This design comes from an exercise in tuning for small area, a short achievable clock period and few clock cycles per item on the open sky130 flow, not from production work. Where RTL was checked, it was by simulation tests only, not by an equivalence proof against the original. Only the layout flow was run in run 4; the RTL was not checked for function there. Power figures rest on the tool's default switching activity, not on a simulated workload.

**constraint.sdc**
```tcl
create_clock -name core_clock -period 13.0 [get_ports {clock}]
set_input_delay 2.6000 -clock core_clock [delete_from_list [all_inputs] [get_ports {clock}]]
set_output_delay 2.6000 -clock core_clock [all_outputs]
set_load 0.01 [all_outputs]
```
**standard.sh**
```bash
#!/bin/bash
# synth_recipe.tcl (not shown) runs the flow's synth.tcl, then flattens the netlist and writes it again
# the make line also repeats each setting of config.mk as NAME=value (left out here)
make -C /OpenROAD-flow-scripts/flow DESIGN_CONFIG=/design/flow/config.mk WORK_HOME=/design/flow/orfs CLKGATE_MAP_FILE= SYNTH_SCRIPT=/design/flow/synth_recipe.tcl "${@:-finish}"
```
**config.mk**
```make
export PLATFORM = sky130hd
export DESIGN_NAME = byte_range_header_parser_core
export DESIGN_NICKNAME = byte_range_header_parser_core
export VERILOG_FILES = /design/flow/design.v
export SDC_FILE = /design/flow/constraint.sdc
export NUM_CORES = 4
export LEC_CHECK = 0
export CAP_MARGIN = 20
export CORE_MARGIN = 2
export CORE_UTILIZATION = 60
export SLEW_MARGIN = 20
```
**design.v**
```verilog
package brhp_pkg;
   localparam int FILE_SIZE_BITS  = 48;
   localparam int SUM_BITS        = 51;
   localparam int RANGE_NUM_BITS  = 3;
   localparam int FOUND_BITS      = 4;
   localparam int BYTE_BITS       = 8;
   localparam int RSP_DATA_BITS   = 160;
   localparam int DEFAULT_MAX_RANGE_COUNT = 8;
   localparam int DEFAULT_OFFSET_BITS     = 48;
   localparam logic [BYTE_BITS-1:0] CHAR_COMMA = 8'h2C;
   localparam logic [BYTE_BITS-1:0] CHAR_DASH  = 8'h2D;
   localparam logic [BYTE_BITS-1:0] CHAR_CR    = 8'h0D;
   localparam logic [BYTE_BITS-1:0] CHAR_LF    = 8'h0A;
   localparam logic [BYTE_BITS-1:0] CHAR_SPACE = 8'h20;
   localparam logic [BYTE_BITS-1:0] CHAR_TAB   = 8'h09;
   localparam logic [BYTE_BITS-1:0] CHAR_ZERO  = 8'h30;
   localparam logic [BYTE_BITS-1:0] CHAR_NINE  = 8'h39;
   localparam logic [7:0] PHASE_START  = 8'b0000_0001;
   localparam logic [7:0] PHASE_LEAD   = 8'b0000_0010;
   localparam logic [7:0] PHASE_FIRST  = 8'b0000_0100;
   localparam logic [7:0] PHASE_SUFFIX = 8'b0000_1000;
   localparam logic [7:0] PHASE_SECOND = 8'b0001_0000;
   localparam logic [7:0] PHASE_TRAIL  = 8'b0010_0000;
   localparam logic [7:0] PHASE_CR     = 8'b0100_0000;
   localparam logic [7:0] PHASE_DONE   = 8'b1000_0000;
   function automatic logic is_digit(input logic [BYTE_BITS-1:0] c);
      is_digit = (c >= CHAR_ZERO) && (c <= CHAR_NINE);
   endfunction
   function automatic logic is_blank(input logic [BYTE_BITS-1:0] c);
      is_blank = (c == CHAR_SPACE) || (c == CHAR_TAB);
   endfunction
endpackage
import brhp_pkg::*;
module brhp_add #(
   parameter int N = 8
) (
   input  logic [N-1:0] a,
   input  logic [N-1:0] b,
   input  logic         cin,
   output logic [N-1:0] s,
   output logic         cout
);
   localparam int L = $clog2(N);
   logic [N-1:0] g [0:L];
   logic [N-1:0] p [0:L];
   logic [N-1:0] h;
   logic [N:0]   c;
   assign h    = a ^ b;
   assign g[0] = a & b;
   assign p[0] = h;
   for (genvar l = 0; l < L; l++) begin : g_lvl
      for (genvar i = 0; i < N; i++) begin : g_bit
         if (((i >> l) & 1) == 1) begin : g_op
            localparam int J = ((i >> l) << l) - 1;
            assign g[l+1][i] = g[l][i] | (p[l][i] & g[l][J]);
            assign p[l+1][i] = p[l][i] & p[l][J];
         end else begin : g_pass
            assign g[l+1][i] = g[l][i];
            assign p[l+1][i] = p[l][i];
         end
      end
   end
   assign c    = {g[L] | (p[L] & {N{cin}}), cin};
   assign s    = h ^ c[N-1:0];
   assign cout = c[N];
endmodule
module brhp_carry #(
   parameter int N = 8
) (
   input  logic [N-1:0] a,
   input  logic [N-1:0] b,
   input  logic         cin,
   output logic         cout
);
   localparam int L = $clog2(N);
   logic [N-1:0] g [0:L];
   logic [N-1:0] t [0:L];
   assign g[0] = a & b;
   assign t[0] = a | b;
   for (genvar l = 0; l < L; l++) begin : g_lvl
      for (genvar i = 0; i < N; i++) begin : g_bit
         if (((i >> l) & 1) == 1) begin : g_op
            localparam int J = ((i >> l) << l) - 1;
            assign g[l+1][i] = g[l][i] | (t[l][i] & g[l][J]);
            assign t[l+1][i] = t[l][i] & t[l][J];
         end else begin : g_pass
            assign g[l+1][i] = g[l][i];
            assign t[l+1][i] = t[l][i];
         end
      end
   end
   assign cout = g[L][N-1] | (t[L][N-1] & cin);
endmodule
module brhp_range_calc (
   input  logic                                is_suffix,
   input  logic                                has_second,
   input  logic [brhp_pkg::FILE_SIZE_BITS-1:0] nfirst_num,    
   input  logic [brhp_pkg::FILE_SIZE_BITS-1:0] cur_num,
   input  logic [brhp_pkg::FILE_SIZE_BITS-1:0] file_size,
   input  logic [brhp_pkg::SUM_BITS-1:0]       sum_cur,
   output logic                                range_ok,
   output logic [brhp_pkg::FILE_SIZE_BITS-1:0] nsuffix_start,  
   output logic [brhp_pkg::SUM_BITS-1:0]       sum_next
);
   localparam int FS = FILE_SIZE_BITS;
   logic                cur_le_fs, first_lt_cur, sum_co;
   logic [FS-1:0]       diff;
   logic [SUM_BITS-1:0] ext_c, ext_nf, cs_s, cs_c;
   brhp_add #(.N(FS)) u_sub (
      .a(file_size), .b(~cur_num), .cin(1'b1), .s(diff), .cout(cur_le_fs));
   assign nsuffix_start = ~diff;
   brhp_carry #(.N(FS)) u_lt (
      .a(cur_num), .b(nfirst_num), .cin(1'b0), .cout(first_lt_cur));
   assign range_ok = cur_le_fs && (is_suffix ? has_second : first_lt_cur);
   assign ext_c  = SUM_BITS'(cur_num);
   assign ext_nf = {{(SUM_BITS-FS){1'b1}}, nfirst_num};
   assign cs_s   = sum_cur ^ ext_c ^ ext_nf;
   assign cs_c   = (sum_cur & ext_c) | (sum_cur & ext_nf) | (ext_c & ext_nf);
   brhp_add #(.N(SUM_BITS)) u_sum (
      .a(cs_s), .b({cs_c[SUM_BITS-2:0], 1'b1}), .cin(1'b0), .s(sum_next), .cout(sum_co));
endmodule
import brhp_pkg::*;
module byte_range_header_parser_core #(
   parameter int MAX_RANGE_COUNT = brhp_pkg::DEFAULT_MAX_RANGE_COUNT,
   parameter int OFFSET_BITS     = brhp_pkg::DEFAULT_OFFSET_BITS
) (
   input  logic                                clock,
   input  logic                                reset,
   input  logic                                req_tvalid,
   output logic                                req_tready,
   input  logic [brhp_pkg::BYTE_BITS-1:0]      req_tdata,    
   input  logic                                req_tlast,    
   output logic                                rsp_tvalid,
   input  logic                                rsp_tready,
   output logic [brhp_pkg::RSP_DATA_BITS-1:0]  rsp_tdata,
   output logic                                rsp_tlast,    
   input  logic                                csr_wr_en,
   input  logic [brhp_pkg::FILE_SIZE_BITS-1:0] csr_wr_data   
);
   localparam int FS       = FILE_SIZE_BITS;
   localparam int PAD_BITS = RSP_DATA_BITS - (2 * FS + RANGE_NUM_BITS + SUM_BITS + FOUND_BITS + 1);
   localparam logic [2:0] P_START  = 3'd0;
   localparam logic [2:0] P_LEAD   = 3'd1;
   localparam logic [2:0] P_FIRST  = 3'd2;
   localparam logic [2:0] P_TRAIL  = 3'd3;
   localparam logic [2:0] P_SUFFIX = 3'd4;
   localparam logic [2:0] P_SECOND = 3'd5;
   localparam logic [2:0] P_CR     = 3'd6;
   localparam logic [2:0] P_DONE   = 3'd7;
   localparam logic [FS-1:0] OVF_T = FS'(64'd28147497671066);
   logic [FS-1:0] fs_ff;
   logic                 h_v_ff, s_v_ff;
   logic [BYTE_BITS-1:0] h_b_ff, s_b_ff;
   logic                 h_l_ff, s_l_ff;
   logic out_valid_ff;    
   logic hend_ff;         
   logic flush_ff;        
   logic fix_ff;          
   logic [2:0]          ph_ff;
   logic                err_ff;
   logic                hb_ff;       
   logic [3:0]          cnt_ff;
   logic [2:0]          num_ff;      
   logic [SUM_BITS-1:0] sum_ff;
   logic [FS-1:0]       cur_ff;      
   logic [FS-1:0]       nfirst_ff;   
   logic accept, go, step;
   logic [2:0]          ph;
   logic                err, hb;
   logic [3:0]          cnt;
   logic [SUM_BITS-1:0] sum;
   logic                c_digit, c_dash, c_comma, c_blank, c_cr, c_lf, c_term;
   logic [3:0]          dval;
   logic                cont;        
   logic [FS-1:0]       acc_hi;
   logic [3:0]          acc_lo;
   logic                acc_co, acc_ovf;
   logic [2:0] ph_m, ph_c;
   logic       err_m, err_c, hb_m, hb_c;
   logic       term_fire, wr_digit, dash_first, dash_lead;
   logic       do_comp, is_suffix, range_ok, got, end_byte, defer, emit, hend_next, clr;
   logic       fin, rej_fin;
   logic [3:0] cnt_c;
   logic [SUM_BITS-1:0] sum_c, sum_next;
   logic [FS-1:0] nsuffix_start;
   assign req_tready = !s_v_ff;
   assign accept     = req_tvalid && !s_v_ff;
   assign go         = h_v_ff && !flush_ff && !fix_ff && (!out_valid_ff || rsp_tready);
   assign step       = go || flush_ff || fix_ff;
   always_ff @(posedge clock) begin
      if (reset) begin
         h_v_ff <= 1'b0;
         s_v_ff <= 1'b0;
      end else begin
         if (go || !h_v_ff) h_v_ff <= s_v_ff || accept;
         if (go) s_v_ff <= 1'b0;
         else if (accept && h_v_ff) s_v_ff <= 1'b1;
      end
   end
   always_ff @(posedge clock) begin
      if (go || !h_v_ff) begin
         h_b_ff <= s_v_ff ? s_b_ff : req_tdata;
         h_l_ff <= s_v_ff ? s_l_ff : req_tlast;
      end
      if (!s_v_ff) begin
         s_b_ff <= req_tdata;
         s_l_ff <= req_tlast;
      end
   end
   assign ph  = hend_ff ? P_START : ph_ff;
   assign err = err_ff && !hend_ff;
   assign hb  = hb_ff && !hend_ff;
   assign cnt = hend_ff ? 4'd0 : cnt_ff;
   assign sum = hend_ff ? {SUM_BITS{1'b0}} : sum_ff;
   assign c_digit = (h_b_ff[7:4] == 4'h3) && (h_b_ff[3:0] <= 4'h9);
   assign c_dash  = h_b_ff == CHAR_DASH;
   assign c_comma = h_b_ff == CHAR_COMMA;
   assign c_blank = (h_b_ff == CHAR_SPACE) || (h_b_ff == CHAR_TAB);
   assign c_cr    = h_b_ff == CHAR_CR;
   assign c_lf    = h_b_ff == CHAR_LF;
   assign c_term  = c_blank || c_comma || c_cr;
   assign dval    = h_b_ff[3:0];
   assign cont   = (ph == P_FIRST) || (((ph == P_SUFFIX) || (ph == P_SECOND)) && hb);
   always_comb begin
      case ({cur_ff[2:0], dval[3:1]})
            6'b000_000: acc_lo = 4'd0;
            6'b000_001: acc_lo = 4'd1;
            6'b000_010: acc_lo = 4'd2;
            6'b000_011: acc_lo = 4'd3;
            6'b000_100: acc_lo = 4'd4;
            6'b001_000: acc_lo = 4'd5;
            6'b001_001: acc_lo = 4'd6;
            6'b001_010: acc_lo = 4'd7;
            6'b001_011: acc_lo = 4'd8;
            6'b001_100: acc_lo = 4'd9;
            6'b010_000: acc_lo = 4'd2;
            6'b010_001: acc_lo = 4'd3;
            6'b010_010: acc_lo = 4'd4;
            6'b010_011: acc_lo = 4'd5;
            6'b010_100: acc_lo = 4'd6;
            6'b011_000: acc_lo = 4'd7;
            6'b011_001: acc_lo = 4'd8;
            6'b011_010: acc_lo = 4'd9;
            6'b011_011: acc_lo = 4'd10;
            6'b011_100: acc_lo = 4'd11;
            6'b100_000: acc_lo = 4'd4;
            6'b100_001: acc_lo = 4'd5;
            6'b100_010: acc_lo = 4'd6;
            6'b100_011: acc_lo = 4'd7;
            6'b100_100: acc_lo = 4'd8;
            6'b101_000: acc_lo = 4'd9;
            6'b101_001: acc_lo = 4'd10;
            6'b101_010: acc_lo = 4'd11;
            6'b101_011: acc_lo = 4'd12;
            6'b101_100: acc_lo = 4'd13;
            6'b110_000: acc_lo = 4'd6;
            6'b110_001: acc_lo = 4'd7;
            6'b110_010: acc_lo = 4'd8;
            6'b110_011: acc_lo = 4'd9;
            6'b110_100: acc_lo = 4'd10;
            6'b111_000: acc_lo = 4'd11;
            6'b111_001: acc_lo = 4'd12;
            6'b111_010: acc_lo = 4'd13;
            6'b111_011: acc_lo = 4'd14;
            6'b111_100: acc_lo = 4'd15;
            default: acc_lo = 4'd0;
      endcase
   end
   brhp_add #(.N(FS)) u_acc (
      .a({1'b0, cur_ff[FS-1:1]}), .b({3'b000, cur_ff[FS-1:3]}), .cin(acc_lo[3]),
      .s(acc_hi), .cout(acc_co));
   assign acc_ovf = cont && ((cur_ff >= OVF_T) || ((cur_ff == OVF_T - 1) && (dval >= 4'd6)));
   always_comb begin
      ph_m       = ph;
      hb_m       = hb;
      err_m      = err;
      term_fire  = 1'b0;
      wr_digit   = 1'b0;
      dash_first = 1'b0;
      dash_lead  = 1'b0;
      if (!err && !flush_ff && !fix_ff) begin
         case (ph)
            P_START, P_LEAD: begin
               if (c_blank && (ph == P_LEAD)) begin
                  ph_m = ph;
               end else if (c_digit) begin
                  wr_digit = 1'b1;
                  hb_m     = 1'b0;
                  ph_m     = P_FIRST;
               end else if (c_dash) begin
                  dash_lead = 1'b1;
                  hb_m      = 1'b0;
                  ph_m      = P_SUFFIX;
               end else begin
                  err_m = 1'b1;
               end
            end
            P_FIRST: begin
               if (c_digit) begin
                  if (acc_ovf) err_m = 1'b1;
                  wr_digit = 1'b1;
               end else if (c_dash) begin
                  dash_first = 1'b1;
                  ph_m       = P_SECOND;
               end else begin
                  err_m = 1'b1;
               end
            end
            P_SUFFIX, P_SECOND: begin
               if (c_digit) begin
                  if (acc_ovf) err_m = 1'b1;
                  wr_digit = 1'b1;
                  hb_m     = 1'b1;
               end else if (c_term) begin
                  term_fire = 1'b1;
               end else begin
                  err_m = 1'b1;
               end
            end
            P_TRAIL: begin
               ph_m = ph;     
            end
            P_CR: begin
               if (c_lf) ph_m = P_DONE;
               else err_m = 1'b1;
            end
            default: begin
               err_m = 1'b1;
            end
         endcase
      end
   end
   assign do_comp   = flush_ff || (!err_m && term_fire);
   assign is_suffix = ph_ff == P_SUFFIX;
   brhp_range_calc u_range_calc (
      .is_suffix    (is_suffix),
      .has_second   (hb_ff),
      .nfirst_num   (nfirst_ff),
      .cur_num      (cur_ff),
      .file_size    (fs_ff),
      .sum_cur      (sum_ff),
      .range_ok     (range_ok),
      .nsuffix_start(nsuffix_start),
      .sum_next     (sum_next)
   );
   assign got   = do_comp && range_ok;
   assign defer = !flush_ff && !fix_ff && h_l_ff && !err_m && !term_fire &&
                  ((ph_m == P_SUFFIX) || (ph_m == P_SECOND));
   always_comb begin
      ph_c  = ph_m;
      hb_c  = hb_m;
      err_c = err_m;
      cnt_c = cnt;
      sum_c = sum;
      if (do_comp) begin
         if (range_ok) begin
            cnt_c = cnt + 4'd1;
            sum_c = sum_next;
            ph_c  = P_TRAIL;
         end else begin
            err_c = 1'b1;
         end
      end
      end_byte = !flush_ff && !fix_ff && !err_c && (((ph == P_TRAIL) && !err) || (term_fire && got));
      if (end_byte) begin
         if (c_blank) begin
            ph_c = P_TRAIL;
         end else if (c_comma) begin
            if (cnt_c >= 4'(MAX_RANGE_COUNT)) begin
               err_c = 1'b1;
            end else begin
               ph_c = P_LEAD;
               hb_c = 1'b0;
            end
         end else if (c_cr) begin
            ph_c = P_CR;
         end else begin
            err_c = 1'b1;
         end
      end
      if (!flush_ff && !fix_ff && h_l_ff && !err_c &&
          ((ph_c == P_START) || (ph_c == P_LEAD) || (ph_c == P_FIRST))) begin
         err_c = 1'b1;
      end
   end
   assign fin       = !fix_ff && (flush_ff || (h_l_ff && !defer));
   assign rej_fin   = fin && do_comp && !range_ok;
   assign emit      = fix_ff || (!rej_fin && (flush_ff || ((got || h_l_ff) && !defer)));
   assign hend_next = fix_ff || (fin && !rej_fin);
   assign clr       = fix_ff || (fin && !do_comp);
   always_ff @(posedge clock) begin
      if (reset) begin
         out_valid_ff <= 1'b0;
         flush_ff     <= 1'b0;
         fix_ff       <= 1'b0;
         hend_ff      <= 1'b1;
      end else begin
         if (step) out_valid_ff <= emit;
         else if (rsp_tready) out_valid_ff <= 1'b0;
         flush_ff <= go && defer;
         fix_ff   <= step && rej_fin;
         if (step) hend_ff <= hend_next;
      end
   end
   always_ff @(posedge clock) begin
      if (csr_wr_en) fs_ff <= csr_wr_data;
      if (step) begin
         ph_ff  <= ph_c;
         err_ff <= err_c;
         hb_ff  <= hb_c;
         cnt_ff <= cnt_c;
         num_ff <= got ? cnt[2:0] : 3'd0;
         sum_ff <= sum_c;
         if (clr) cur_ff <= {FS{1'b0}};
         else if (dash_first || (do_comp && is_suffix)) cur_ff <= fs_ff;
         else if (wr_digit) cur_ff <= cont ? {acc_hi, acc_lo[2:0], dval[0]} : FS'(dval);
         if (clr || dash_lead) nfirst_ff <= {FS{1'b1}};
         else if (dash_first) nfirst_ff <= ~cur_ff;
         else if (do_comp && is_suffix) nfirst_ff <= nsuffix_start;
      end
   end
   assign rsp_tvalid = out_valid_ff;
   assign rsp_tlast  = hend_ff;
   assign rsp_tdata  = {{PAD_BITS{1'b0}}, err_ff, cnt_ff, sum_ff, num_ff, cur_ff, ~nfirst_ff};
endmodule
```
**flow/run.sh**
```bash
#!/bin/bash
# Standard layout with a deeper setup repair target; all tool output goes to logs here.
export SETUP_SLACK_MARGIN=9
bash standard.sh > standard.log 2>&1
```
==> PnR_summary.wiki, run 1 <==
{| class="wikitable"
! Metric !! Value
|-
| Total GRT Usage || 39.5%
|-
| Ys flop type || sky130_fd_sc_hd__edfxtp_1
|-
| Cell Pwr Density || 115 nW/um2
|-
| GR Overflow Total || 0
|-
| Class of the most critical setup path || register to output pin
|-
| Count of buffers from port buffering || 219
|-
| Critical path startpoint category || register
|-
| Total CTS buffers || 28
|-
| Vias post-DR || 17700
|-
| Cell count after synthesis || 1865
|-
| Largest fanout of any net on the critical path || 3
|-
| Routed wire per std cell || 24.0 um
|-
| Shortest clock period the worst path allows after layout || just over 4 ns
|-
| Data required time at the worst endpoint || 10.40 ns
|-
| Worst VDD drop || approximately 120 uV
|-
| Residual antenna-violating net count after detailed routing || 0
|-
| Wire length of the first global-routing pass || 95200 um
|-
| Initial drt markers || 2504
|-
| Warning count from the yosys run || 10
|-
| Total number of placement rows || 63
|-
| Synthesized-area fraction occupied by and/or/nand/nor cells || 14.7%
|-
| Final Hold Fails || 0
|-
| Insertion delay to the later sink of the worst-skew pair || 0.57 ns
|-
| Maximum number of pins on one net before global-route repair || 66
|-
| Core Footprint || 29500 um2
|-
| Average footprint of a synthesized cell || 9.59 um2
|-
| Area share of the leading cell type in the synthesized netlist || between 30% and 40%
|-
| Clock Skew || 0.0217 ns
|-
| Layout cell share with drive strength beyond 1 || 16.3%
|-
| Final Wtd Congestion || 0.924
|-
| Final-layout worst hold slack || 0.472 ns
|-
| Vertical extent of the die || around 180 um
|-
| Origin of the worst min-delay path || s_b_ff[3]$_DFF_P_
|-
| Count of flip-flops with a built-in enable after synthesis || 216
|-
| Async set or reset register ratio after synthesis || 0%
|-
| Clock slew seen by the registers of the worst setup and hold paths || 0.06 ns
|-
| Number of non-filler instances in the completed layout || 2685
|-
| Total length of routed wires || 64400 um
|-
| Most common cell in the netlist || sky130_fd_sc_hd__edfxtp_1
|-
| Post-synthesis share of cell area spent on full adders, half adders and majority gates || 16.4%
|-
| Maximum number of buffers from clock root to sink || 3
|-
| Main area contributors after synthesis || sky130_fd_sc_hd__edfxtp_1, sky130_fd_sc_hd__ha_1, sky130_fd_sc_hd__fa_1
|-
| TritonCTS clock tree || built
|-
| Cells on Worst Hold Path || 1
|-
| Pre-antenna DRT Iters || 6
|-
| Critical path origin || cur_ff[27]$_SDFFCE_PP0P_
|-
| Vias in the first global route || approximately 17000
|-
| Sum of net half-perimeters after detailed placement || 39100 um
|-
| RSZ-0062 raised after global routing || yes
|-
| Count of clock tree sinks || 231
|-
| Fraction of synthesized cell area in xor and xnor cells || 5.24%
|-
| Clk Tree Root Cell || sky130_fd_sc_hd__clkbuf_16
|-
| CP Data Arrival Time || 1.45 ns
|-
| Area enclosed by the die boundary || approximately 31000 um2
|-
| Largest family of logic cells by synthesized area || compound AO/OA/AOI/OAI gates
|-
| Count of boundary I/O pins || between 200 and 250
|-
| Post-layout nets || ~2500
|-
| Flop and latch count out of synthesis || roughly 230
|-
| Initial core utilization || 60.7%
|-
| Slew of the pin with the lowest slew margin || ~1.2 ns
|-
| Number of placed instances with taps included || 2426
|-
| Leakage || 9.79 nW
|-
| Summed negative setup slack over all endpoints || 0 ns
|-
| Length in cells of the worst reg-to-reg path || 13
|-
| Start of the worst register-to-register path || cur_ff[25]$_SDFFCE_PP0P_
|-
| Mean number of vias per cell || 6.59
|-
| Max Clk Rate || about 0.25 GHz
|-
| Number of DRC violations after detailed routing || 0
|-
| Fin. max-slew vios || 0
|-
| Type of element capturing the critical path || output pin
|-
| Seq/Total Area, Yosys || 37.9%
|-
| Initial antenna violation count || 3
|-
| Complex-gate fraction of the synthesized area || 20.2%
|-
| H-tree lvl count || 1
|-
| Number of distinct standard cells referenced by the synthesized netlist || 84
|-
| Final Cycle Share || 31.2%
|-
| Cell taking the most area after synthesis || sky130_fd_sc_hd__edfxtp_1
|-
| Status || timing/DRC/antenna clean
|-
| DIE WIDTH || 177 um
|-
| Max capacitance violation total || 0
|-
| Slew HR || 19.4%
|-
| Classification of the worst-slack hold path || register to register
|-
| Share of cell area taken by muxes after synthesis || less than 1%
|-
| Layout-stage area growth over the synthesis result || 30.4%
|-
| Most common library cells after synthesis || sky130_fd_sc_hd__edfxtp_1, sky130_fd_sc_hd__nand2_1, sky130_fd_sc_hd__o21ai_0
|-
| Total standard cell area after synthesis || 17900 um2
|-
| Final number of setup-violating endpoints || 0
|}
[what timing repair did]
item / 4_1_cts / 5_1_grt
pin swaps: 3 / 11
buffers inserted: 173 / 24
hold buffers: 0 / 0
endpoints found under the setup margin: 444 / 233
gates cloned: 5 / 3
resized for setup: 215 / 65
[where the power goes]
group	internal [W]	leakage [nW]	switching [W]
clock	0.000527	0.491	0.000336
sequential	0.000883	2.18	0.0000522
combinational	0.000388	7.12	0.000502
total	0.00180	9.79	0.000890
[metal layers]
metal	routed length (um)	up-vias	global-route usage (%)	share of wire, %
met4	2390	2	13.2	3.7
met1	24900	8502	54.2	39
li1	-	7733	-	-
met2	29400	1257	64.0	46
met3	7700	187	6.55	12
met5	13	-	0	0.020
[kinds of logic (layout without fill, tap and decap cells)]
| logic type | Yosys count | count (layout) |
|---|---|---|
| other | 1 | 7 |
| AND/OR/NAND/NOR | 549 | 556 |
| XOR/XNOR | 107 | 107 |
| multiplexers | 15 | 15 |
| buffers and inverters | 205 | 622 |
| AO/OA/AOI/OAI | 554 | 554 |
| adder cells (fa/ha/maj) | 203 | 203 |
| flip-flops | 231 | 231 |
[sequential cells by signal, summed over array words and instances, names as in the netlist, 4 cells and up]
register / flops
sum_ff: 51
cur_ff: 48
fs_ff: 48
nfirst_ff: 48
h_b_ff: 8
s_b_ff: 8
cnt_ff: 4
[final cells by class]
type                    instances  area [um2]
fillers                      2008        6160
well taps                     390         488
diodes                          2        5.00
inverters                     141         533
multi-input cells            1440       10800
clock buffers                  35         790
repair buffers                429        3680
flip-flops and latches        231        6790
clock inverters                17         213
[cells in the final DEF (no fill, tap or decap), types with 10 or more instances in the layout]
cell type	n
sky130_fd_sc_hd__edfxtp_1	216
sky130_fd_sc_hd__buf_4	199
sky130_fd_sc_hd__nand2_1	184
sky130_fd_sc_hd__o21ai_0	148
sky130_fd_sc_hd__dlygate4sd2_1	145
sky130_fd_sc_hd__ha_1	138
sky130_fd_sc_hd__inv_1	134
sky130_fd_sc_hd__a21oi_1	106
sky130_fd_sc_hd__nor2_1	99
sky130_fd_sc_hd__nand3_1	81
sky130_fd_sc_hd__xnor2_1	64
sky130_fd_sc_hd__clkdlybuf4s50_1	60
sky130_fd_sc_hd__fa_1	51
sky130_fd_sc_hd__a21o_1	47
sky130_fd_sc_hd__xor2_1	43
sky130_fd_sc_hd__nor3_1	36
sky130_fd_sc_hd__clkbuf_16	30
sky130_fd_sc_hd__a22oi_1	23
sky130_fd_sc_hd__o211ai_1	21
sky130_fd_sc_hd__nand2b_1	20
sky130_fd_sc_hd__o22ai_1	19
sky130_fd_sc_hd__a211oi_1	19
sky130_fd_sc_hd__or3_1	18
sky130_fd_sc_hd__o21bai_1	15
sky130_fd_sc_hd__a31oi_1	14
sky130_fd_sc_hd__o21a_1	14
sky130_fd_sc_hd__and3_1	14
sky130_fd_sc_hd__dfxtp_1	13
sky130_fd_sc_hd__nor2b_1	12
sky130_fd_sc_hd__nand4_1	12
sky130_fd_sc_hd__clkdlybuf4s15_1	12
sky130_fd_sc_hd__mux2_2	11
sky130_fd_sc_hd__a31o_2	11
sky130_fd_sc_hd__o31a_1	10
[worst max-delay path, stage by stage (launching register included)]
cell and delay, ns:
sky130_fd_sc_hd__edfxtp_1 0.43, sky130_fd_sc_hd__buf_4 0.18, sky130_fd_sc_hd__dlygate4sd2_1 0.28
[worst paths after layout]
path / endpoint / slack (ns)
worst max-delay path: rsp_tdata[75] / 8.95
worst min-delay path: s_b_ff[3]$_DFF_P_ / 0.47
worst max register to register: cur_ff[0]$_SDFFCE_PP0P_ / 9.08
worst min register to register: s_b_ff[3]$_DFF_P_ / 0.47
[per-stage QoR]
step	power (W)	area [um2]	utilization, %	setup WS, ns
after floorplan	0.00147	17900	-	8.64
after CTS	0.00262	22800	77.4	8.83
after global routing	0.00279	23300	79.1	8.93
after global placement	0.00170	20500	69.4	7.86
after detailed placement	0.00172	20500	69.4	7.84
final	0.00269	23300	79.1	8.95
Testbench counts, summed over its fixed seeds: cycles 49,634, bytes 48,723.
==> run 2, diff against run 1 <==
--- a/design.v
+++ b/design.v
@@ -151,5 +151,6 @@
    logic [FS-1:0] fs_ff;
    logic                 h_v_ff, s_v_ff;
-   logic [BYTE_BITS-1:0] h_b_ff, s_b_ff;
+   logic [4:0]           h_b_ff, s_b_ff;    
+   logic [4:0]           in_enc;
    logic                 h_l_ff, s_l_ff;
    logic out_valid_ff;    
@@ -184,4 +185,19 @@
    logic [SUM_BITS-1:0] sum_c, sum_next;
    logic [FS-1:0] nsuffix_start;
+   localparam logic [2:0] K_OTHER = 3'd0;
+   localparam logic [2:0] K_DASH  = 3'd1;
+   localparam logic [2:0] K_COMMA = 3'd2;
+   localparam logic [2:0] K_BLANK = 3'd3;
+   localparam logic [2:0] K_CR    = 3'd4;
+   localparam logic [2:0] K_LF    = 3'd5;
+   always_comb begin
+      if ((req_tdata >= CHAR_ZERO) && (req_tdata <= CHAR_NINE)) in_enc = {1'b1, req_tdata[3:0]};
+      else if (req_tdata == CHAR_DASH)                          in_enc = {2'b00, K_DASH};
+      else if (req_tdata == CHAR_COMMA)                         in_enc = {2'b00, K_COMMA};
+      else if ((req_tdata == CHAR_SPACE) || (req_tdata == CHAR_TAB)) in_enc = {2'b00, K_BLANK};
+      else if (req_tdata == CHAR_CR)                            in_enc = {2'b00, K_CR};
+      else if (req_tdata == CHAR_LF)                            in_enc = {2'b00, K_LF};
+      else                                                      in_enc = {2'b00, K_OTHER};
+   end
    assign req_tready = !s_v_ff;
    assign accept     = req_tvalid && !s_v_ff;
@@ -200,9 +216,9 @@
    always_ff @(posedge clock) begin
       if (go || !h_v_ff) begin
-         h_b_ff <= s_v_ff ? s_b_ff : req_tdata;
+         h_b_ff <= s_v_ff ? s_b_ff : in_enc;
          h_l_ff <= s_v_ff ? s_l_ff : req_tlast;
       end
       if (!s_v_ff) begin
-         s_b_ff <= req_tdata;
+         s_b_ff <= in_enc;
          s_l_ff <= req_tlast;
       end
@@ -213,10 +229,10 @@
    assign cnt = hend_ff ? 4'd0 : cnt_ff;
    assign sum = hend_ff ? {SUM_BITS{1'b0}} : sum_ff;
-   assign c_digit = (h_b_ff[7:4] == 4'h3) && (h_b_ff[3:0] <= 4'h9);
-   assign c_dash  = h_b_ff == CHAR_DASH;
-   assign c_comma = h_b_ff == CHAR_COMMA;
-   assign c_blank = (h_b_ff == CHAR_SPACE) || (h_b_ff == CHAR_TAB);
-   assign c_cr    = h_b_ff == CHAR_CR;
-   assign c_lf    = h_b_ff == CHAR_LF;
+   assign c_digit = h_b_ff[4];
+   assign c_dash  = h_b_ff == {2'b00, K_DASH};
+   assign c_comma = h_b_ff == {2'b00, K_COMMA};
+   assign c_blank = h_b_ff == {2'b00, K_BLANK};
+   assign c_cr    = h_b_ff == {2'b00, K_CR};
+   assign c_lf    = h_b_ff == {2'b00, K_LF};
    assign c_term  = c_blank || c_comma || c_cr;
    assign dval    = h_b_ff[3:0];
==> flow/run.sh (replaced) <==
#!/bin/bash
# The standard layout (standard.sh: ORFS synth to finish at the design's clock
# and constraints), with two changes to how the layout is made:
#  - timing repair keeps working until 9 ns of setup slack (a 4 ns target) instead
#    of stopping at 0;
#  - the port buffers that the flow puts on every input and output are the plain
#    buf_1 cell rather than the resizer's default pick (a 10 um2 delay buffer);
#    the resizer may still size them up.
# Every tool's output goes to standard.log in this folder (ORFS's own per-step
# logs stay under orfs/logs).
export SETUP_SLACK_MARGIN=9.4
export BUFFER_PORTS_ARGS="-buffer_cell sky130_fd_sc_hd__buf_1"
bash standard.sh > standard.log 2>&1
--- a/config.mk
+++ b/config.mk
@@ -8,4 +8,4 @@
 export CAP_MARGIN = 20
 export CORE_MARGIN = 2
-export CORE_UTILIZATION = 60
+export CORE_UTILIZATION = 50
 export SLEW_MARGIN = 20
==> run 2 against run 1 <==
Effect of this change:
- core utilization down 2.6 points
- die area up 16%
- first-iteration DRC count shrank 15%
- non-clock buffer count rose by 238
- setup slack improved by 0.014 ns
- sequential share of layout area is 3.9 points lower
- hold slack got worse by 0.016 ns
- critical path type unchanged
==> PnR_summary.wiki, run 2 <==
{| class="wikitable"
! Metric !! Value
|-
| Vias post-DR || 18200 (was 17700)
|-
| Vias in the first global route || 17000 (was 16700)
|-
| Critical path startpoint category || register (unchanged)
|-
| Highest-count cells in the layout ignoring fill and taps || sky130_fd_sc_hd__buf_4, sky130_fd_sc_hd__edfxtp_1, sky130_fd_sc_hd__buf_6 (was sky130_fd_sc_hd__edfxtp_1, sky130_fd_sc_hd__buf_4, sky130_fd_sc_hd__nand2_1)
|-
| Quantity of hold-fixing buffers added after cts || 0 (unchanged)
|-
| Initial drt markers || 2126 (was 2504)
|-
| Total CTS buffers || 28 (unchanged)
|-
| Slowest cell on crit path || sky130_fd_sc_hd__edfxtp_1 (unchanged)
|-
| Layout-stage area growth over the synthesis result || 51.1% (was 30.4%)
|-
| Maximum number of buffers from clock root to sink || 3 (unchanged)
|-
| Fin. max-slew vios || 0 (unchanged)
|-
| FILL cells || 2297 (was 2008)
|-
| Clk pwr share || 26.5% (was 32.1%)
|-
| Flop and latch count out of synthesis || 225 (was 231)
|-
| Residual antenna-violating net count after detailed routing || 0 (unchanged)
|-
| Final Wtd Congestion || 0.902 (was 0.924)
|-
| Summed negative setup slack over all endpoints || 0 ns (unchanged)
|-
| TritonCTS clock tree || built (unchanged)
|-
| Warning count from the yosys run || 10 (unchanged)
|-
| Worst setup timing slack at the placement stage || 8.08 ns (was 7.84 ns)
|-
| Endpoint of the worst setup timing path || rsp_tdata[83] (was rsp_tdata[75])
|-
| Status || timing/DRC/antenna clean (unchanged)
|-
| Wire length of the first global-routing pass || 98800 um (was 95200 um)
|-
| Core Footprint || 34400 um2 (was 29500 um2)
|-
| Most common cell after layout, fill and taps aside || sky130_fd_sc_hd__buf_4 (was sky130_fd_sc_hd__edfxtp_1)
|-
| Combinational power share || 43.9% (was 33.1%)
|-
| RSZ-0062 raised after global routing || yes (unchanged)
|-
| Count of boundary I/O pins || 225 (unchanged)
|-
| H-tree lvl count || 1 (unchanged)
|-
| Internal power of the cells || 0.00203 W (was 0.00180 W)
|-
| Switching share of total power || 36.1% (was 33.1%)
|-
| Count of clock tree sinks || 225 (was 231)
|-
| Average footprint of a synthesized cell || 9.63 um2 (was 9.59 um2)
|-
| Data required time at the worst endpoint || 10.40 ns (about the same)
|-
| Number of distinct standard cells referenced by the synthesized netlist || 81 (was 84)
|-
| Cells traversed along the worst timing path || buf_6, buf_6, buf_6 (was buf_4, dlygate4sd2_1)
|-
| Flip-flop count of the largest register, all copies and words added || 51 (unchanged)
|-
| Count of buffers from port buffering || 219 (unchanged)
|-
| Seq/Total Area, Yosys || 38.2% (was 37.9%)
|-
| Largest fanout of any net on the critical path || 3 (unchanged)
|-
| Count of flip-flops with a built-in enable after synthesis || 213 (was 216)
|-
| Shortest clock period the worst path allows after layout || 4.04 ns (was 4.05 ns)
|-
| Main area contributors after synthesis || sky130_fd_sc_hd__edfxtp_1, sky130_fd_sc_hd__ha_1, sky130_fd_sc_hd__fa_1 (unchanged)
|-
| Count of inserted antenna diode cells || 0 (was 2)
|-
| Max Clk Rate || 0.248 GHz (was 0.247 GHz)
|-
| Start of the worst register-to-register path || cur_ff[1]$_SDFFCE_PP0P_ (was cur_ff[25]$_SDFFCE_PP0P_)
|-
| Layout cell share with drive strength beyond 1 || 37.4% (was 16.3%)
|-
| Most repeated library cell on the critical path || sky130_fd_sc_hd__buf_6
|-
| Biggest register || sum_ff (unchanged)
|-
| Total length of routed wires || 71000 um (was 64400 um)
|-
| Pre-antenna DRT Iters || 6 (unchanged)
|-
| Most common cell in the netlist || sky130_fd_sc_hd__edfxtp_1 (unchanged)
|-
| Initial core utilization || 50.6% (was 60.7%)
|-
| Max capacitance violation total || 0 (unchanged)
|-
| Maximum number of pins on one net before global-route repair || 73 (was 66)
|-
| Area enclosed by the die boundary || 36300 um2 (was 31200 um2)
|-
| Leakage || 11.1 nW (was 9.79 nW)
|-
| Vertical extent of the die || 191 um (was 177 um)
|-
| Number of DRC violations after detailed routing || 0 (unchanged)
|-
| Part of the total power dissipated in sequential elements || 29.6% (was 34.8%)
|-
| Number of cells on the critical path || 3 (was 2)
|-
| Largest delay share family, worst path || flip-flops (was buffers and inverters)
|-
| Clock slew seen by the registers of the worst setup and hold paths || 0.07 ns (was 0.06 ns)
|-
| Final Hold Fails || 0 (unchanged)
|-
| GR Overflow Total || 0 (unchanged)
|-
| Initial antenna violation count || 1 (was 3)
|-
| Class of the most critical setup path || register to output pin (unchanged)
|-
| Cell Pwr Density || 121 nW/um2 (was 115 nW/um2)
|-
| Total number of placement rows || 68 (was 63)
|-
| Net switching component of the power || 0.00115 W (was 0.000890 W)
|-
| Classification of the worst-slack hold path || register to register (unchanged)
|-
| Length in cells of the worst reg-to-reg path || 19 (was 13)
|-
| Total GRT Usage || 35.7% (was 39.5%)
|-
| Worst-case register-to-register setup slack || 9.03 ns (was 9.08 ns)
|-
| Max incr delay on CP || 0.49 ns (was 0.43 ns)
|-
| Post-layout nets || 2714 (was 2531)
|-
| Async set or reset register ratio after synthesis || 0% (unchanged)
|-
| Final Cycle Share || 31.1% (was 31.2%)
|-
| Critical path origin || cur_ff[35]$_SDFFCE_PP0P_ (was cur_ff[27]$_SDFFCE_PP0P_)
|-
| Slew HR || 20.8% (was 19.4%)
|-
| Total power || 0.00317 W (was 0.00269 W)
|-
| Worst VDD drop || 107 uV (was 116 uV)
|-
| Routed wire per std cell || 24.2 um (was 24.0 um)
|-
| Mean number of vias per cell || 6.19 (was 6.59)
|-
| Sum of net half-perimeters after detailed placement || 38600 um (was 39100 um)
|-
| PnR worst setup slack || 8.96 ns (was 8.95 ns)
|-
| Crit Reg-Reg Endpoint || nfirst_ff[38]$_SDFFCE_PP1P_ (was cur_ff[0]$_SDFFCE_PP0P_)
|-
| Most common library cells after synthesis || sky130_fd_sc_hd__edfxtp_1, sky130_fd_sc_hd__nand2_1, sky130_fd_sc_hd__ha_1 (was sky130_fd_sc_hd__edfxtp_1, sky130_fd_sc_hd__nand2_1, sky130_fd_sc_hd__o21ai_0)
|-
| Type of element capturing the critical path || output pin (unchanged)
|-
| Area share of the leading cell type in the synthesized netlist || 36.8% (was 36.3%)
|-
| Clk Tree Root Cell || sky130_fd_sc_hd__clkbuf_16 (unchanged)
|-
| Cell count after synthesis || 1807 (was 1865)
|-
| Ys flop type || sky130_fd_sc_hd__edfxtp_1 (unchanged)
|-
| Clock Skew || 0.0251 ns (was 0.0217 ns)
|-
| CP Data Arrival Time || 1.44 ns (was 1.45 ns)
|-
| Crit path buffers/inverters || 3 (was 2)
|-
| Insertion delay to the later sink of the worst-skew pair || 0.57 ns (about the same)
|-
| DIE WIDTH || 191 um (was 177 um)
|-
| Cell taking the most area after synthesis || sky130_fd_sc_hd__edfxtp_1 (unchanged)
|-
| Total standard cell area after synthesis || 17400 um2 (was 17900 um2)
|-
| Slew of the pin with the lowest slew margin || 1.18 ns (was 1.21 ns)
|-
| Final number of setup-violating endpoints || 0 (unchanged)
|}
==> run 2: final cells by class <==
cell class	instances	area, um2	share of cell area (%)
Clock inverter	14	164	0.623
Multi-Input combinational cell	1392	11700	44.3
Sequential cell	225	6650	25.3
Timing Repair inverter	2	15.0	0.0571
Timing Repair Buffer	667	5880	22.4
Tap cell	455	569	2.17
Clock buffer	38	810	3.08
Inverter	138	551	2.09
==> run 2: kinds of logic after synthesis <==
kind of cell / Yosys count / share of synthesized area (%)
compound gates: 540 / 20.6
simple gates: 524 / 14.0
flops: 225 / 38.2
fa+ha+maj: 200 / 16.7
buf+inv: 198 / 4.52
xor+xnor: 117 / 5.89
mux: 2 / 0.122
other cells: 1 / 0.0216
==> run 2: per-layer routing <==
| metal | share of wire (%) | up-vias | track usage [%] |
|---|---|---|---|
| li1 | - | 8017 | - |
| met1 | 40 | 8731 | 49.6 |
| met2 | 44 | 1133 | 56.0 |
| met3 | 11 | 274 | 5.78 |
| met4 | 5.0 | 0 | 13.5 |
| met5 | 0 | - | 0 |
==> run 2: per-stage QoR <==
step | instance area, um2 | hold slack, ns | utilization, % | std cells
4_1_cts | 24300 | 0.464 | 70.8 | 2842
5_1_grt | 26300 | 0.492 | 76.5 | 2931
2_1_floorplan | 17500 | 0.430 | - | 1811
3_3_place_gp | 18800 | 0.447 | 54.7 | 2438
3_5_place_dp | 18800 | 0.455 | 54.7 | 2439
6_report | 26300 | 0.457 | 76.5 | 2931
==> run 2: power by group through the flow <==
stage / logic [W] / registers, W / clock network (W)
finish: 0.00139 / 0.000939 / 0.000841
global route: 0.00149 / 0.000943 / 0.000870
CTS: 0.00119 / 0.000935 / 0.000843
detailed placement: 0.000843 / 0.000981 / 0
global placement: 0.000833 / 0.000981 / 0
floorplan: 0.000636 / 0.000951 / 0
==> run 2: how the worst min path moves through the flow <==
| stage | start | end | depth (start not counted) |
|---|---|---|---|
| after floorplan | s_b_ff[0]$_DFF_P_ | s_b_ff[0]$_DFF_P_ | 2 |
| after global placement | s_b_ff[0]$_DFF_P_ | s_b_ff[0]$_DFF_P_ | 2 |
| after detailed placement | s_b_ff[2]$_DFF_P_ | s_b_ff[2]$_DFF_P_ | 2 |
| after CTS | s_b_ff[2]$_DFF_P_ | s_b_ff[2]$_DFF_P_ | 2 |
| after global routing | s_b_ff[0]$_DFF_P_ | s_b_ff[0]$_DFF_P_ | 2 |
| final | s_b_ff[2]$_DFF_P_ | s_b_ff[2]$_DFF_P_ | 2 |
==> run 2: what timing repair did <==
action                                  CTS  global route
endpoints found under the hold margin     0             0
endpoints found under the setup margin  450           438
cloned                                   22            14
resized for setup                       423           294
pin swaps                                95            98
setup buffers                           329            75
==> run 2: worst min-delay path: stages (launching register included) <==
cell and delay, ns:
sky130_fd_sc_hd__dfxtp_1 0.30, sky130_fd_sc_hd__inv_1 0.04, sky130_fd_sc_hd__a21oi_1 0.07
Testbench counts of run 2, summed over its fixed seeds: cycles 49,634, bytes 48,723.
==> run 3, diff against run 2 <==
--- a/flow/run.sh
+++ b/flow/run.sh
@@ -9,5 +9,5 @@
 # Every tool's output goes to standard.log in this folder (ORFS's own per-step
 # logs stay under orfs/logs).
-export SETUP_SLACK_MARGIN=9.4
+export SETUP_SLACK_MARGIN=9
 export BUFFER_PORTS_ARGS="-buffer_cell sky130_fd_sc_hd__buf_1"
 bash standard.sh > standard.log 2>&1
==> run 3 against run 2 <==
Effect of this change:
- still clean on timing, DRC and antenna
- sequential power grew 1%
- synthesized area unchanged
- core utilization is 14 points lower
- critical path depth did not move
- first-iteration DRC count decreased by 36%
- critical path type unchanged
- highest routed layer unchanged
==> PnR_summary.wiki, run 3 <==
{| class="wikitable"
! Metric !! Value
|-
| Routing usage on met2 || 48.6% (was 56.0%)
|-
| Async set or reset register ratio after synthesis || 0% (unchanged)
|-
| Count of flip-flops with a built-in enable after synthesis || 213 (unchanged)
|-
| Crit path buffers/inverters || 3 (unchanged)
|-
| CP Data Arrival Time || 1.48 ns (was 1.44 ns)
|-
| Summed negative setup slack over all endpoints || 0 ns (unchanged)
|-
| Net switching component of the power || 0.000963 W (was 0.00115 W)
|-
| Core Footprint || 34400 um2 (unchanged)
|-
| Routed wire per std cell || 21.6 um (was 24.2 um)
|-
| Number of distinct standard cells referenced by the synthesized netlist || 81 (unchanged)
|-
| Shortest clock period the worst path allows after layout || 4.08 ns (was 4.04 ns)
|-
| Max Clk Rate || 0.245 GHz (was 0.248 GHz)
|-
| Most repeated library cell on the critical path || sky130_fd_sc_hd__buf_6 (unchanged)
|-
| Total power || 0.00274 W (was 0.00317 W)
|-
| Wire length of the first global-routing pass || 86200 um (was 98800 um)
|-
| Flip-flop count of the largest register, all copies and words added || 51 (unchanged)
|-
| Count of clock tree sinks || 225 (unchanged)
|-
| Clock slew seen by the registers of the worst setup and hold paths || 0.06 ns (was 0.07 ns)
|-
| TritonCTS clock tree || built (unchanged)
|-
| Clock Skew || 0.0109 ns (was 0.0251 ns)
|-
| Final Hold Fails || 0 (unchanged)
|-
| Grt met3 use || 3.68% (was 5.78%)
|-
| Layout-stage area growth over the synthesis result || 23.4% (was 51.1%)
|-
| Flop and latch count out of synthesis || 225 (unchanged)
|-
| Met1 track demand over resource in global routing || 43.7% (was 49.6%)
|-
| Sum of net half-perimeters after detailed placement || 39100 um (was 38600 um)
|-
| Cells traversed along the worst timing path || buf_4, buf_6, buf_6 (was buf_6, buf_6, buf_6)
|-
| Type of element capturing the critical path || output pin (unchanged)
|-
| Slowest cell on crit path || sky130_fd_sc_hd__edfxtp_1 (unchanged)
|-
| Average footprint of a synthesized cell || 9.63 um2 (unchanged)
|-
| Highest-count cells in the layout ignoring fill and taps || sky130_fd_sc_hd__edfxtp_1, sky130_fd_sc_hd__buf_1, sky130_fd_sc_hd__nand2_1 (was sky130_fd_sc_hd__buf_4, sky130_fd_sc_hd__edfxtp_1, sky130_fd_sc_hd__buf_6)
|-
| Number of DRC violations after detailed routing || 0 (unchanged)
|-
| Most Used Layer, Global Route || met2 (unchanged)
|-
| FILL cells || 3003 (was 2297)
|-
| Start of the worst register-to-register path || cur_ff[0]$_SDFFCE_PP0P_ (was cur_ff[1]$_SDFFCE_PP0P_)
|-
| Total standard cell area after synthesis || 17400 um2 (unchanged)
|-
| Clk Tree Root Cell || sky130_fd_sc_hd__clkbuf_16 (unchanged)
|-
| Largest delay share family, worst path || flip-flops (unchanged)
|-
| Length in cells of the worst reg-to-reg path || 16 (was 19)
|-
| Critical path origin || cur_ff[25]$_SDFFCE_PP0P_ (was cur_ff[35]$_SDFFCE_PP0P_)
|-
| Area enclosed by the die boundary || 36300 um2 (unchanged)
|-
| Ys flop type || sky130_fd_sc_hd__edfxtp_1 (unchanged)
|-
| Maximum number of pins on one net before global-route repair || 73 (unchanged)
|-
| Area share of the leading cell type in the synthesized netlist || 36.8% (unchanged)
|-
| Classification of the worst-slack hold path || register to register (unchanged)
|-
| Max capacitance violation total || 0 (unchanged)
|-
| Quantity of hold-fixing buffers added after cts || 0 (unchanged)
|-
| Cell taking the most area after synthesis || sky130_fd_sc_hd__edfxtp_1 (unchanged)
|-
| Most common cell in the netlist || sky130_fd_sc_hd__edfxtp_1 (unchanged)
|-
| Fin. max-slew vios || 0 (unchanged)
|-
| Cells on Worst Hold Path || 2 (unchanged)
|-
| Biggest register || sum_ff (unchanged)
|-
| Crit Reg-Reg Endpoint || sum_ff[50]$_DFFE_PP_ (was nfirst_ff[38]$_SDFFCE_PP1P_)
|-
| Initial antenna violation count || 0 (was 1)
|-
| Count of buffers from port buffering || 219 (unchanged)
|-
| Final number of setup-violating endpoints || 0 (unchanged)
|-
| Residual antenna-violating net count after detailed routing || 0 (unchanged)
|-
| Switching share of total power || 35.1% (was 36.1%)
|-
| Worst-case register-to-register setup slack || 8.96 ns (was 9.03 ns)
|-
| Largest fanout of any net on the critical path || 4 (was 3)
|-
| Internal power of the cells || 0.00178 W (was 0.00203 W)
|-
| H-tree lvl count || 1 (unchanged)
|-
| Final Wtd Congestion || 0.904 (was 0.902)
|-
| Combinational power share || 36.3% (was 43.9%)
|-
| Vias in the first global route || 15100 (was 17000)
|-
| Total number of placement rows || 68 (unchanged)
|-
| Most common cell after layout, fill and taps aside || sky130_fd_sc_hd__edfxtp_1 (was sky130_fd_sc_hd__buf_4)
|-
| Worst Hold Endpoint || s_b_ff[2]$_DFF_P_ (unchanged)
|-
| Cell count after synthesis || 1807 (unchanged)
|-
| DIE WIDTH || 191 um (unchanged)
|-
| Total length of routed wires || 57400 um (was 71000 um)
|-
| Warning count from the yosys run || 10 (unchanged)
|-
| Initial drt markers || 1356 (was 2126)
|-
| Layout cell share with drive strength beyond 1 || 15.3% (was 37.4%)
|-
| Initial core utilization || 50.6% (unchanged)
|-
| Slew of the pin with the lowest slew margin || 0.979 ns (was 1.18 ns)
|-
| Part of the total power dissipated in sequential elements || 34.6% (was 29.6%)
|-
| GR Overflow Total || 0 (unchanged)
|-
| Total GRT Usage || 30.6% (was 35.7%)
|-
| Origin of the worst min-delay path || s_b_ff[2]$_DFF_P_ (unchanged)
|-
| Most common library cells after synthesis || sky130_fd_sc_hd__edfxtp_1, sky130_fd_sc_hd__nand2_1, sky130_fd_sc_hd__ha_1 (unchanged)
|-
| Data required time at the worst endpoint || 10.40 ns (about the same)
|-
| Slew HR || 34.4% (was 20.8%)
|-
| Cell Pwr Density || 128 nW/um2 (was 121 nW/um2)
|-
| Insertion delay to the later sink of the worst-skew pair || 0.56 ns (was 0.57 ns)
|-
| Seq/Total Area, Yosys || 38.2% (unchanged)
|-
| Main area contributors after synthesis || sky130_fd_sc_hd__edfxtp_1, sky130_fd_sc_hd__ha_1, sky130_fd_sc_hd__fa_1 (unchanged)
|-
| Status || timing/DRC/antenna clean (unchanged)
|-
| Clk pwr share || 29.1% (was 26.5%)
|-
| RSZ-0062 raised after global routing || yes (unchanged)
|-
| Class of the most critical setup path || register to output pin (unchanged)
|-
| Vias post-DR || 15900 (was 18200)
|-
| Mean number of vias per cell || 5.99 (was 6.19)
|-
| Post-layout nets || 2437 (was 2714)
|-
| Worst VDD drop || 115 uV (was 107 uV)
|-
| Maximum number of buffers from clock root to sink || 3 (unchanged)
|-
| Total CTS buffers || 27 (was 28)
|-
| Vertical extent of the die || 191 um (unchanged)
|-
| Leakage || 8.69 nW (was 11.1 nW)
|-
| Pre-antenna DRT Iters || 5 (was 6)
|-
| Count of boundary I/O pins || 225 (unchanged)
|-
| Critical path startpoint category || register (unchanged)
|-
| Final Cycle Share || 31.4% (was 31.1%)
|-
| Max incr delay on CP || 0.51 ns (was 0.49 ns)
|}
[run 3: cell counts after synthesis]
No cell type changed its count.
[run 3: routing by layer]
metal / part of all wire (%) / vias to the layer above
met2: 45 / 689
met5: 0 / -
met1: 44 / 7667
met4: 3.0 / 0
li1: - / 7417
met3: 7.6 / 115
[run 3: power groups by stage]
stage,registers [W],clock network [W],logic (W)
floorplan,0.000951,0,0.000622
global placement,0.000983,0,0.000818
detailed placement,0.000983,0,0.000831
CTS,0.000948,0.000806,0.000934
global route,0.000955,0.000831,0.00110
finish,0.000949,0.000796,0.000996
[run 3: final cells by class]
type / count / area [um2] / area share (%)
antenna: 1 / 2.50 / 0.0117
clock buffer: 37 / 743 / 3.46
clock inverter: 13 / 168 / 0.781
inverter: 138 / 526 / 2.45
multi-input combinational: 1390 / 10500 / 48.9
sequential: 225 / 6640 / 30.9
tap: 455 / 569 / 2.65
timing repair buffer: 394 / 2320 / 10.8
timing repair inverter: 1 / 7.51 / 0.0350
[run 3: logic make-up (layout without fill, tap and decap cells)]
family	count (synthesis)	after routing	share of synthesized area (%)
and+or+nand+nor	524	525	14.0
xor gates and xnor gates	117	117	5.89
buffers and inverters	198	583	4.52
other	1	6	0.0216
DFF	225	225	38.2
AOI/OAI and AO/OA	540	541	20.6
muxes	2	2	0.122
adders and majority gates	200	200	16.7
[run 3: worst max-delay path by stage]
| stage | endpoint | cells past startpoint | slack, ns |
|---|---|---|---|
| after floorplan | cnt_ff[0]$_DFFE_PP_ | 3 | 8.62 |
| after global placement | nfirst_ff[19]$_SDFFCE_PP1P_ | 13 | 7.88 |
| after detailed placement | nfirst_ff[22]$_SDFFCE_PP1P_ | 14 | 7.91 |
| after CTS | sum_ff[42]$_DFFE_PP_ | 4 | 8.87 |
| after global routing | sum_ff[23]$_DFFE_PP_ | 17 | 8.80 |
| final | rsp_tdata[73] | 3 | 8.92 |
[run 3: worst min-delay path: stages (launching register included)]
cell,delay [ns]
sky130_fd_sc_hd__dfxtp_1,0.29
sky130_fd_sc_hd__inv_1,0.04
sky130_fd_sc_hd__a21oi_1,0.07
[run 3: what timing repair did]
| action | in CTS | in global routing |
|---|---|---|
| resized for setup | 62 | 77 |
| hold endpoints to repair | 0 | 0 |
| setup buffers | 118 | 41 |
| pin swaps | 31 | 24 |
| gates cloned | 4 | 1 |
| setup endpoints to repair | 237 | 168 |
[run 3: metrics by stage]
| stage | utilization (%) | hold WS, ns | instance area, um2 | worst slack (ns) | instances |
|---|---|---|---|---|---|
| floorplan | - | 0.430 | 17500 | 8.62 | 1811 |
| global placement | 54.4 | 0.453 | 18700 | 7.88 | 2438 |
| detailed placement | 54.5 | 0.452 | 18700 | 7.91 | 2439 |
| CTS | 60.6 | 0.461 | 20800 | 8.87 | 2611 |
| global route | 62.5 | 0.479 | 21500 | 8.80 | 2653 |
| finish | 62.5 | 0.460 | 21500 | 8.92 | 2654 |
==> run 4, diff against run 3 <==
--- a/design.v
+++ b/design.v
@@ -184,5 +184,5 @@
    logic [3:0] cnt_c;
    logic [SUM_BITS-1:0] sum_c, sum_next;
-   logic [FS-1:0] nsuffix_start;
+   logic [FS-1:0] nsuffix_start, cur_nx, nfirst_nx;
    localparam logic [2:0] K_OTHER = 3'd0;
    localparam logic [2:0] K_DASH  = 3'd1;
@@ -428,12 +428,21 @@
          num_ff <= got ? cnt[2:0] : 3'd0;
          sum_ff <= sum_c;
-         if (clr) cur_ff <= {FS{1'b0}};
-         else if (dash_first || (do_comp && is_suffix)) cur_ff <= fs_ff;
-         else if (wr_digit) cur_ff <= cont ? {acc_hi, acc_lo[2:0], dval[0]} : FS'(dval);
-         if (clr || dash_lead) nfirst_ff <= {FS{1'b1}};
-         else if (dash_first) nfirst_ff <= ~cur_ff;
-         else if (do_comp && is_suffix) nfirst_ff <= nsuffix_start;
       end
+      cur_ff    <= cur_nx;
+      nfirst_ff <= nfirst_nx;
    end
+   logic          cur_fs, cur_dig, cur_hold, nf_ones, nf_cur, nf_sfx, nf_hold;
+   logic [FS-1:0] dig_val;
+   assign dig_val  = cont ? {acc_hi, acc_lo[2:0], dval[0]} : FS'(dval);
+   assign cur_fs   = step && !clr && (dash_first || (do_comp && is_suffix));
+   assign cur_dig  = step && !clr && !(dash_first || (do_comp && is_suffix)) && wr_digit;
+   assign cur_hold = !step || (!clr && !(dash_first || (do_comp && is_suffix)) && !wr_digit);
+   assign cur_nx   = ({FS{cur_fs}} & fs_ff) | ({FS{cur_dig}} & dig_val) | ({FS{cur_hold}} & cur_ff);
+   assign nf_ones   = step && (clr || dash_lead);
+   assign nf_cur    = step && !(clr || dash_lead) && dash_first;
+   assign nf_sfx    = step && !(clr || dash_lead) && !dash_first && do_comp && is_suffix;
+   assign nf_hold   = !(nf_ones || nf_cur || nf_sfx);
+   assign nfirst_nx = {FS{nf_ones}} | ({FS{nf_cur}} & ~cur_ff) | ({FS{nf_sfx}} & nsuffix_start)
+                      | ({FS{nf_hold}} & nfirst_ff);
    assign rsp_tvalid = out_valid_ff;
    assign rsp_tlast  = hend_ff;
==> run 4 against run 3 <==
Effect of this change:
- via count fell by 1.3%
- largest power group is now sequential cells
- highest routed layer unchanged
- cell count fell by 3.0%
- combinational power fell by 45%
- first-iteration DRC count fell by 15%
==> PnR_summary.wiki, run 4 <==
{| class="wikitable"
! Metric !! Value
|-
| Async set or reset register ratio after synthesis || 0% (unchanged)
|-
| Final Cycle Share || 30.6% (was 31.4%)
|-
| Insertion delay to the later sink of the worst-skew pair || 0.57 ns (was 0.56 ns)
|-
| Start of the worst register-to-register path || sum_ff[1]$_DFFE_PP_ (was cur_ff[0]$_SDFFCE_PP0P_)
|-
| Highest metal layer with signal wires || met4 (unchanged)
|-
| Sum of net half-perimeters after detailed placement || 38000 um (was 39100 um)
|-
| Flip-flop count of the largest register, all copies and words added || 51 (unchanged)
|-
| TritonCTS clock tree || built (unchanged)
|-
| Crit Reg-Reg Endpoint || sum_ff[49]$_DFFE_PP_ (was sum_ff[50]$_DFFE_PP_)
|-
| Layout-stage area growth over the synthesis result || 16.4% (was 23.4%)
|-
| Fraction of synthesized cell area in xor and xnor cells || 5.94% (was 5.89%)
|-
| Data required time at the worst endpoint || 13.42 ns (was 10.40 ns)
|-
| Main area contributors after synthesis || sky130_fd_sc_hd__edfxtp_1, sky130_fd_sc_hd__dfxtp_1, sky130_fd_sc_hd__ha_1 (was sky130_fd_sc_hd__edfxtp_1, sky130_fd_sc_hd__ha_1, sky130_fd_sc_hd__fa_1)
|-
| Worst-case register-to-register setup slack || 9.08 ns (was 8.96 ns)
|-
| Synthesized-area fraction occupied by and/or/nand/nor cells || 13.3% (was 14.0%)
|-
| Detailed-routed wire length on met3 || 3180 um (was 4360 um)
|-
| Total standard cell area after synthesis || 17200 um2 (was 17400 um2)
|-
| Core Footprint || 34300 um2 (was 34400 um2)
|-
| Initial core utilization || 50.3% (was 50.6%)
|-
| RSZ-0062 raised after global routing || yes (unchanged)
|-
| Max incr delay on CP || 0.46 ns (was 0.51 ns)
|-
| Highest-count cells in the layout ignoring fill and taps || sky130_fd_sc_hd__buf_1, sky130_fd_sc_hd__inv_1, sky130_fd_sc_hd__ha_1 (was sky130_fd_sc_hd__edfxtp_1, sky130_fd_sc_hd__buf_1, sky130_fd_sc_hd__nand2_1)
|-
| Final number of setup-violating endpoints || 0 (unchanged)
|-
| Initial drt markers || 1148 (was 1356)
|-
| Layout cell share with drive strength beyond 1 || 12.1% (was 15.3%)
|-
| Length in cells of the worst reg-to-reg path || 14 (was 16)
|-
| Most common cell in the netlist || sky130_fd_sc_hd__inv_1 (was sky130_fd_sc_hd__edfxtp_1)
|-
| Critical path origin || rsp_tready (was cur_ff[25]$_SDFFCE_PP0P_)
|-
| Leakage || 8.05 nW (was 8.69 nW)
|-
| Clock Skew || 0.0136 ns (was 0.0109 ns)
|-
| Max capacitance violation total || 0 (unchanged)
|-
| Maximum number of pins on one net before global-route repair || 69 (was 73)
|-
| Final Hold Fails || 0 (unchanged)
|-
| CP Data Arrival Time || 4.40 ns (was 1.48 ns)
|-
| Vias post-DR || 15700 (was 15900)
|-
| Switching share of total power || 32.8% (was 35.1%)
|-
| Total number of placement rows || 68 (unchanged)
|-
| Count of inserted antenna diode cells || 0 (was 1)
|-
| Total length of routed wires || 55000 um (was 57400 um)
|-
| Status || timing/DRC/antenna clean (unchanged)
|-
| Complex-gate fraction of the synthesized area || 24.9% (was 20.6%)
|-
| Mean number of vias per cell || 6.09 (was 5.99)
|-
| Area share of the leading cell type in the synthesized netlist || 20.4% (was 36.8%)
|-
| Area enclosed by the die boundary || 36000 um2 (was 36300 um2)
|-
| Most common library cells after synthesis || sky130_fd_sc_hd__inv_1, sky130_fd_sc_hd__ha_1, sky130_fd_sc_hd__o21ai_0 (was sky130_fd_sc_hd__edfxtp_1, sky130_fd_sc_hd__nand2_1, sky130_fd_sc_hd__ha_1)
|-
| Slew of the pin with the lowest slew margin || 1.00 ns (was 0.979 ns)
|-
| Warning count from the yosys run || 10 (unchanged)
|-
| Final-layout worst hold slack || 0.458 ns (was 0.460 ns)
|-
| Routed wire per std cell || 21.4 um (was 21.6 um)
|-
| Number of DRC violations after detailed routing || 0 (unchanged)
|-
| Net switching component of the power || 0.000730 W (was 0.000963 W)
|-
| Post-synthesis share of cell area spent on full adders, half adders and majority gates || 17.1% (was 16.7%)
|-
| Clk Tree Root Cell || sky130_fd_sc_hd__clkbuf_16 (unchanged)
|-
| Wire length of the first global-routing pass || 84600 um (was 86200 um)
|-
| Slew HR || 32.4% (was 34.4%)
|-
| GR Overflow Total || 0 (unchanged)
|-
| Number of cells on the critical path || 8 (was 3)
|-
| Total GRT Usage || 29.7% (was 30.6%)
|-
| DIE WIDTH || 190 um (was 191 um)
|-
| Total CTS buffers || 29 (was 27)
|-
| Count of buffers from port buffering || 219 (unchanged)
|-
| Initial antenna violation count || 0 (unchanged)
|-
| Max Clk Rate || 0.251 GHz (was 0.245 GHz)
|-
| Number of distinct standard cells referenced by the synthesized netlist || 101 (was 81)
|-
| Classification of the worst-slack hold path || register to register (unchanged)
|-
| Seq/Total Area, Yosys || 32.9% (was 38.2%)
|-
| Vias in the first global route || 15100 (about the same)
|-
| Largest fanout of any net on the critical path || 11 (was 4)
|-
| Fin. max-slew vios || 0 (unchanged)
|-
| Final Wtd Congestion || 0.875 (was 0.904)
|-
| H-tree lvl count || 1 (unchanged)
|-
| Shortest clock period the worst path allows after layout || 3.98 ns (was 4.08 ns)
|-
| Maximum number of buffers from clock root to sink || 3 (unchanged)
|-
| Clk pwr share || 37.4% (was 29.1%)
|-
| Flop and latch count out of synthesis || 225 (unchanged)
|-
| Post-layout nets || 2359 (was 2437)
|-
| Residual antenna-violating net count after detailed routing || 0 (unchanged)
|-
| Internal power of the cells || 0.00149 W (was 0.00178 W)
|-
| Crit path buffers/inverters || 2 (was 3)
|-
| Most common cell after layout, fill and taps aside || sky130_fd_sc_hd__buf_1 (was sky130_fd_sc_hd__edfxtp_1)
|-
| Clock slew seen by the registers of the worst setup and hold paths || 0.06 ns (about the same)
|-
| Endpoint of the worst setup timing path || nfirst_ff[36]$_DFF_P_ (was rsp_tdata[73])
|-
| Ys flop type || sky130_fd_sc_hd__edfxtp_1 (unchanged)
|-
| Routed length on met1 || 24100 um (was 25300 um)
|-
| Average footprint of a synthesized cell || 9.23 um2 (was 9.63 um2)
|-
| Share of cell area taken by muxes after synthesis || 0.305% (was 0.122%)
|-
| Pre-antenna DRT Iters || 5 (unchanged)
|-
| Critical path startpoint category || primary input (was register)
|-
| Combinational power share || 24.7% (was 36.3%)
|-
| Largest delay share family, worst path || compound AO/OA/AOI/OAI gates (was flip-flops)
|-
| Cell count after synthesis || 1869 (was 1807)
|-
| Class of the most critical setup path || primary input to register (was register to output pin)
|-
| Worst VDD drop || 100 uV (was 115 uV)
|-
| Vertical extent of the die || 190 um (was 191 um)
|-
| Met2 layer wire length in the routed design || 26300 um (was 26000 um)
|-
| Count of flip-flops with a built-in enable after synthesis || 117 (was 213)
|-
| Type of element capturing the critical path || register (was output pin)
|-
| Slowest cell on crit path || sky130_fd_sc_hd__o21a_2 (was sky130_fd_sc_hd__edfxtp_1)
|-
| Count of boundary I/O pins || 225 (unchanged)
|-
| Biggest register || sum_ff (unchanged)
|-
| Cell taking the most area after synthesis || sky130_fd_sc_hd__edfxtp_1 (unchanged)
|-
| Count of clock tree sinks || 225 (unchanged)
|}
[run 4: changes by cell type in the layout (fill, tap and decap cells not counted), moves of 19 or more]
cell / before / now
sky130_fd_sc_hd__o21ai_1: 12 / 54
sky130_fd_sc_hd__nor2_1: 126 / 102
sky130_fd_sc_hd__edfxtp_1: 213 / 117
sky130_fd_sc_hd__dfxtp_1: 10 / 61
sky130_fd_sc_hd__buf_4: 151 / 36
sky130_fd_sc_hd__inv_1: 125 / 146
sky130_fd_sc_hd__nand2_1: 173 / 109
sky130_fd_sc_hd__buf_6: 26 / 4
sky130_fd_sc_hd__a22oi_1: 36 / 81
sky130_fd_sc_hd__a21o_1: 55 / 34
sky130_fd_sc_hd__o2111ai_1: 1 / 20
sky130_fd_sc_hd__dfxtp_2: 2 / 44
[run 4: stage by stage]
stage	setup WS (ns)	area, um2	total power, W	cells	utilization [%]
finish	9.02	20100	0.00222	2575	58.5
global placement	7.47	18400	0.00134	2481	53.6
detailed placement	7.39	18400	0.00135	2481	53.6
CTS	8.94	19700	0.00220	2554	57.5
floorplan	8.05	17400	0.00122	1873	-
global route	8.90	20100	0.00233	2575	58.5
[run 4: metal layers]
metal,track usage (%),vias to the layer above
li1,-,7437
met1,40.4,7648
met2,50.2,515
met3,3.63,76
met4,7.60,0
met5,0,-
[run 4: layout make-up]
| cell class | count | area, um2 |
|---|---|---|
| fill | 3134 | 14200 |
| multi-input combinational | 1427 | 10900 |
| timing repair buffer | 265 | 1260 |
| clock inverter | 21 | 184 |
| tap | 455 | 569 |
| inverter | 149 | 563 |
| clock buffer | 32 | 801 |
| timing repair inverter | 1 | 5.00 |
| sequential | 225 | 5740 |
[run 4: how the worst min path moves through the flow]
stage | from | to | slack, ns | cells after the start
floorplan | s_b_ff[2]$_DFF_P_ | s_b_ff[2]$_DFF_P_ | 0.43 | 2
global placement | s_b_ff[2]$_DFF_P_ | s_b_ff[2]$_DFF_P_ | 0.44 | 2
detailed placement | s_b_ff[2]$_DFF_P_ | s_b_ff[2]$_DFF_P_ | 0.45 | 2
CTS | s_b_ff[2]$_DFF_P_ | s_b_ff[2]$_DFF_P_ | 0.46 | 2
global route | s_b_ff[2]$_DFF_P_ | s_b_ff[2]$_DFF_P_ | 0.48 | 2
finish | s_b_ff[2]$_DFF_P_ | s_b_ff[2]$_DFF_P_ | 0.46 | 2
[run 4: worst reg2reg max path: cells and delay by family (launching register included)]
family | cells | cell delay (ns)
DFF | 1 | 0.43
adders and majority gates | 2 | 0.97
xor gates and xnor gates | 1 | 0.14
and+or+nand+nor | 3 | 0.62
AOI/OAI and AO/OA | 7 | 1.34
buffers and inverters | 1 | 0.17
[run 4: cells by family after synthesis]
kind of cell	after synthesis
buf+inv	225
xor+xnor	117
fa+ha+maj	203
mux	5
simple gates	460
flops	225
compound gates	633
other cells	1
[run 4: power groups by stage]
stage	Sequential (W)	Clock, W	Combinational, W
finish	0.000843	0.000831	0.000550
CTS	0.000844	0.000845	0.000515
detailed placement	0.000859	0	0.000489
floorplan	0.000842	0	0.000375
global route	0.000848	0.000871	0.000610
global placement	0.000859	0	0.000482
[run 4: what timing repair did]
item | 4_1_cts | 5_1_grt
gates resized for setup | 61 | 46
setup buffers | 16 | 18
cloned | 4 | 3
pin swaps | 10 | 11
endpoints found under the setup margin | 229 | 146
hold buffers | 0 | 0

Re-timed with assumed drivers on the ports (clkbuf_16 on the clock, buf_2 on other inputs), run 4 has 8.986 ns of setup slack against 9.022 ns with ideal ports, and 8.435 ns once port delays also move by the mid clock arrival of 0.620 ns.
